This is an optimization exercise on Yosys and OpenROAD, whose aim is small area, a short achievable clock period and few clock cycles per item, not a production implementation.
RTL that was checked went through simulation tests only; none was proved equivalent to the original.
Power and IR drop assume default switching activity.

==> flow/design.v <==
`timescale 1ns/100ps
`default_nettype none
module cm_top #(
    parameter logic [31:0] RF_BADDR = 32'd0      
) (
    input  wire         clk,
    input  wire         rst_n,
    input  wire  [31:0] rf_addr,
    input  wire         rf_wr,
    input  wire  [31:0] rf_cfg,
    output logic [31:0] rf_sts,
    output logic        mem_ce,
    output logic        mem_we,
    output logic [31:0] mem_addr,
    output logic [7:0]  mem_wr_data,
    input  wire  [7:0]  mem_rd_data
);
    logic sel_op1, sel_op2, sel_res, sel_nop, sel_start, sel_sts;
    assign sel_op1   = rf_wr & (rf_addr == RF_BADDR + 32'd0);
    assign sel_op2   = rf_wr & (rf_addr == RF_BADDR + 32'd1);
    assign sel_res   = rf_wr & (rf_addr == RF_BADDR + 32'd2);
    assign sel_nop   = rf_wr & (rf_addr == RF_BADDR + 32'd3);
    assign sel_start = rf_wr & (rf_addr == RF_BADDR + 32'd4);
    assign sel_sts   = rf_wr & (rf_addr == RF_BADDR + 32'd5);
    logic        running;        
    logic        done_q;         
    logic [10:1] s;              
    logic        first;          
    logic        cv;             
    logic        last;           
    logic        rot;            
    logic        rz;             
    logic        ait;            
    logic        bit_q;          
    logic        b0;             
    logic        yf;             
    logic [31:0] rd_cnt;         
    logic [31:0] nop_q;
    logic        go, pend, finish;
    logic        r_n, f_n, l_n;
    logic [10:1] s_n;
    assign go     = sel_start & rf_cfg[0] & ~running;
    assign pend   = s[10];                                     
    assign finish = last & s[7];
    always_comb begin
        r_n = running;
        f_n = first;
        l_n = last;
        s_n = 10'd1;
        if (!running) begin
            if (go) begin
                r_n = 1'b1;
                f_n = 1'b1;
                l_n = 1'b0;
            end
        end else if (finish) begin
            r_n = 1'b0;
        end else if (pend) begin
            f_n = 1'b0;
            l_n = rz;
        end else begin
            s_n = {s[9:1], 1'b0};
        end
    end
    always_ff @(posedge clk or negedge rst_n) begin
        if (!rst_n) begin
            running <= 1'b0;
            done_q  <= 1'b0;
            s       <= 10'd1;
            first   <= 1'b0;
            cv      <= 1'b0;
            last    <= 1'b0;
            rot     <= 1'b0;
            ait     <= 1'b0;
            bit_q   <= 1'b0;
            b0      <= 1'b0;
            yf      <= 1'b0;
            mem_ce  <= 1'b0;
            mem_we  <= 1'b0;
        end else begin
            if (sel_sts)
                done_q <= 1'b0;
            else if (running && finish)
                done_q <= 1'b1;
            running <= r_n;
            first   <= f_n;
            last    <= l_n;
            s       <= s_n;
            if (!running)
                cv <= 1'b0;
            else if (pend)
                cv <= ~last;
            rot     <= running & (((s[1] | s[3] | (s[9] & ~rz)) & ~last) |
                                  (s[6] & last));
            if (!running)
                yf <= 1'b0;
            else if (s[3] && !last && rz)
                yf <= 1'b1;
            ait     <= running & (((s[5] | s[6] | s[7] | s[8] | s[9]) & ~last) |
                                  ((s[10] & ~last) | ((s[1] | s[2]) & cv)));
            bit_q   <= ait;
            b0      <= running & ((s[6] & ~last) | (s[10] & ~last));
            mem_ce  <= r_n & (l_n ? (|s_n[7:2]) : ((|s_n[4:1]) | ~f_n));
            mem_we  <= l_n | ~(|s_n[4:1]);
        end
    end
    always_ff @(posedge clk) begin
        if (sel_nop)
            nop_q <= rf_cfg;
        if (!running)
            rd_cnt <= 32'd0;
        else if (s[1] && !last)
            rd_cnt <= rd_cnt + 32'd1;
        rz <= (rd_cnt == nop_q);
    end
    assign rf_sts = {31'd0, done_q};
    logic [31:0] b_p, c_p, inc;
    assign inc = mem_addr + {31'd0, mem_ce};
    always_ff @(posedge clk or negedge rst_n) begin
        if (!rst_n) begin
            mem_addr <= 32'd0;
            b_p      <= 32'd0;
            c_p      <= 32'd0;
        end else begin
            if (sel_op1)
                mem_addr <= rf_cfg;
            else if (rot)
                mem_addr <= b_p;
            else
                mem_addr <= inc;
            if (sel_op2)
                b_p <= rf_cfg;
            else if (rot)
                b_p <= c_p;
            if (sel_res)
                c_p <= rf_cfg;
            else if (rot)
                c_p <= inc;
        end
    end
    logic [7:0] s_q, x1, y1, x2r, y2r, x2n, y2n;
    assign x2n = s[4] ? {mem_rd_data[5:0], mem_rd_data[7:6]} : {x2r[1:0], x2r[7:2]};
    assign y2n = s[5] ? mem_rd_data : {y2r[1:0], y2r[7:2]};
    always_ff @(posedge clk) begin
        s_q <= mem_rd_data;                                       
        if (s[3]) begin
            x1 <= s_q;
            y1 <= mem_rd_data;
        end
        x2r <= x2n;
        y2r <= y2n;
    end
    function automatic logic [2:0] bdec(input logic [2:0] w);
        bdec = {w[2],
                (w[2] & ~w[1] & ~w[0]) | (~w[2] & w[1] & w[0]),
                w[1] ^ w[0]};
    endfunction
    function automatic logic [11:0] bterm(input logic [7:0] m, input logic [2:0] d, input logic inv);
        logic        neg;
        logic [10:0] mag;
        neg = d[2] ^ inv;
        mag = d[0] ? {{3{m[7]}}, m} : (d[1] ? {{2{m[7]}}, m, 1'b0} : 11'd0);
        bterm = {neg, mag ^ {11{neg}}};
    endfunction
    logic       m0, phx;
    logic [2:0] wdx, wdy, d1, d2;
    assign m0  = s[5] | s[9];                        
    assign phx = yf ? (s[9] | s[10] | s[1] | s[2])   
                    : (s[5] | s[6] | s[7] | s[8]);
    assign wdx = bdec({x2n[1:0], x2n[7] & ~m0});
    assign wdy = bdec({y2n[1:0], y2n[7] & ~m0});
    always_ff @(posedge clk) begin
        d1 <= phx ? wdx : wdy;
        d2 <= phx ? {~wdy[2], wdy[1:0]} : wdx;
    end
    logic [11:0] ta, tb;
    logic [10:0] ab;
    logic        cb;
    assign ta = bterm(x1, d1, 1'b0);
    assign tb = bterm(y1, d2, 1'b0);
    always_ff @(posedge clk) begin
        ab <= ta[10:0] + tb[10:0] + {10'd0, ta[11]};
        cb <= tb[11];
    end
    logic [8:0]  pa, hx;
    logic [7:0]  la, hlx, lan;
    logic [10:0] t;
    assign t   = (b0 ? 11'd0 : {{2{pa[8]}}, pa}) + ab + {10'd0, cb};
    assign lan = bit_q ? {t[1:0], la[7:2]} : la;
    always_ff @(posedge clk) begin
        if (bit_q) begin
            pa <= t[10:2];
            la <= lan;
        end
        if (s[1] && cv) begin
            hx  <= pa;
            hlx <= la;
        end
    end
    always_ff @(posedge clk) begin
        if (s[1] && last)
            mem_wr_data <= la;                       
        else if (s[2] && last)
            mem_wr_data <= hx[7:0];
        else if (s[3] && last)
            mem_wr_data <= {8{hx[8]}};
        else if (s[4])
            mem_wr_data <= lan;
        else if (s[5])
            mem_wr_data <= pa[7:0];
        else if (s[6])
            mem_wr_data <= {8{pa[8]}};
        else if (s[7])
            mem_wr_data <= hlx;
        else if (s[8])
            mem_wr_data <= hx[7:0];
        else if (s[9])
            mem_wr_data <= {8{hx[8]}};
    end
endmodule
`default_nettype wire
Settings: LEC_CHECK=0, CAP_MARGIN=20, CORE_MARGIN=2, CORE_UTILIZATION=40, PLACE_DENSITY=0.6, SETUP_SLACK_MARGIN=2.45, SLEW_MARGIN=20; clock period 5.0 ns.
standard.sh (not shown) runs the stock make flow with config.mk's settings and CLKGATE_MAP_FILE= SYNTH_SCRIPT=/design/flow/synth_recipe.tcl, a recipe that flattens the netlist after the stock synthesis.
==> flow/flow/run.sh <==
#!/bin/bash
# Standard layout, with plain buffers (instead of delay buffers) on the ports
# and a clock tree without dummy loads.
export BUFFER_PORTS_ARGS="-buffer_cell sky130_fd_sc_hd__buf_2"
export CTS_ARGS="-sink_clustering_enable -repair_clock_nets -dont_use_dummy_load"
bash standard.sh > standard.log 2>&1
Then changed:
--- a/flow/design.v
+++ b/flow/design.v
@@ -31,19 +31,18 @@
     logic        rot;            
     logic        rz;             
     logic        ait;            
     logic        bit_q;          
     logic        b0;             
-    logic        yf;             
     logic [31:0] rd_cnt;         
     logic [31:0] nop_q;
     logic        go, pend, finish;
     logic        r_n, f_n, l_n;
     logic [10:1] s_n;
     assign go     = sel_start & rf_cfg[0] & ~running;
     assign pend   = s[10];                                     
-    assign finish = last & s[7];
+    assign finish = last & s[10];
     always_comb begin
         r_n = running;
         f_n = first;
         l_n = last;
         s_n = 10'd1;
@@ -72,11 +71,10 @@
             last    <= 1'b0;
             rot     <= 1'b0;
             ait     <= 1'b0;
             bit_q   <= 1'b0;
             b0      <= 1'b0;
-            yf      <= 1'b0;
             mem_ce  <= 1'b0;
             mem_we  <= 1'b0;
         end else begin
             if (sel_sts)
                 done_q <= 1'b0;
@@ -88,22 +86,18 @@
             s       <= s_n;
             if (!running)
                 cv <= 1'b0;
             else if (pend)
                 cv <= ~last;
-            rot     <= running & (((s[1] | s[3] | (s[9] & ~rz)) & ~last) |
-                                  (s[6] & last));
-            if (!running)
-                yf <= 1'b0;
-            else if (s[3] && !last && rz)
-                yf <= 1'b1;
+            rot     <= running & (((s[1] | s[3]) & ~last) |
+                                  (s[9] & (last | ~rz)));
             ait     <= running & (((s[5] | s[6] | s[7] | s[8] | s[9]) & ~last) |
                                   ((s[10] & ~last) | ((s[1] | s[2]) & cv)));
             bit_q   <= ait;
             b0      <= running & ((s[6] & ~last) | (s[10] & ~last));
-            mem_ce  <= r_n & (l_n ? (|s_n[7:2]) : ((|s_n[4:1]) | ~f_n));
-            mem_we  <= l_n | ~(|s_n[4:1]);
+            mem_ce  <= r_n & ((|s_n[4:1]) ? ~l_n : ~f_n);
+            mem_we  <= ~(|s_n[4:1]);
         end
     end
     always_ff @(posedge clk) begin
         if (sel_nop)
             nop_q <= rf_cfg;
@@ -163,12 +157,11 @@
         bterm = {neg, mag ^ {11{neg}}};
     endfunction
     logic       m0, phx;
     logic [2:0] wdx, wdy, d1, d2;
     assign m0  = s[5] | s[9];                        
-    assign phx = yf ? (s[9] | s[10] | s[1] | s[2])   
-                    : (s[5] | s[6] | s[7] | s[8]);
+    assign phx = s[5] | s[6] | s[7] | s[8];          
     assign wdx = bdec({x2n[1:0], x2n[7] & ~m0});
     assign wdy = bdec({y2n[1:0], y2n[7] & ~m0});
     always_ff @(posedge clk) begin
         d1 <= phx ? wdx : wdy;
         d2 <= phx ? {~wdy[2], wdy[1:0]} : wdx;
@@ -196,17 +189,11 @@
             hx  <= pa;
             hlx <= la;
         end
     end
     always_ff @(posedge clk) begin
-        if (s[1] && last)
-            mem_wr_data <= la;                       
-        else if (s[2] && last)
-            mem_wr_data <= hx[7:0];
-        else if (s[3] && last)
-            mem_wr_data <= {8{hx[8]}};
-        else if (s[4])
+        if (s[4])
             mem_wr_data <= lan;
         else if (s[5])
             mem_wr_data <= pa[7:0];
         else if (s[6])
             mem_wr_data <= {8{pa[8]}};
What happened: Clock power hardly moves; non-clock buffer count rises by 11; global-route usage falls by 1.1 points; die area falls by a few percent; power falls slightly; synthesized cell count falls by a few percent; register-to-register slack hardly moves; fmax rises slightly; cell area falls by a few percent; synthesized area falls by a few percent; count of clock-buffer cells in the layout falls by 1; worst setup slack is better by 13 ps.
Testbench counts after the change, summed over its fixed seeds: cycles 15,449, ops 1,445.
For the first run of this note, only the layout was checked, not whether the RTL still works.

[re-timing with driven ports]
No port has a modelled driver above. Below, the same layouts with a new extraction and two added sets of constraints.
Step 1, drivers: a clkbuf_16 drives clk and a buf_2 each remaining input, both assumed.
Step 2 also shifts input and output timing later by t, the mid clock arrival at the registers, as if the neighbouring blocks saw the same clock.
a / b / c = no drivers / after step 1 / after step 2; a / b = the first two.
run | t (ns) | slack for setup (ns) | worst setup path at the end | clock arrival spread, ns | worst data-port slew with drivers (ns)
the first run | 0.589 | 2.518 / 2.550 / 1.961 | input to register | 0.033 / 0.033 | 0.08
the second run | 0.587 | 2.532 / 2.547 / 1.968 | input to register | 0.031 / 0.031 | 0.05
After both steps every run listed still meets setup and hold. The setup slack of the second run, which loses most, moves by +0.015 ns with the drivers and by -0.564 ns with both steps.
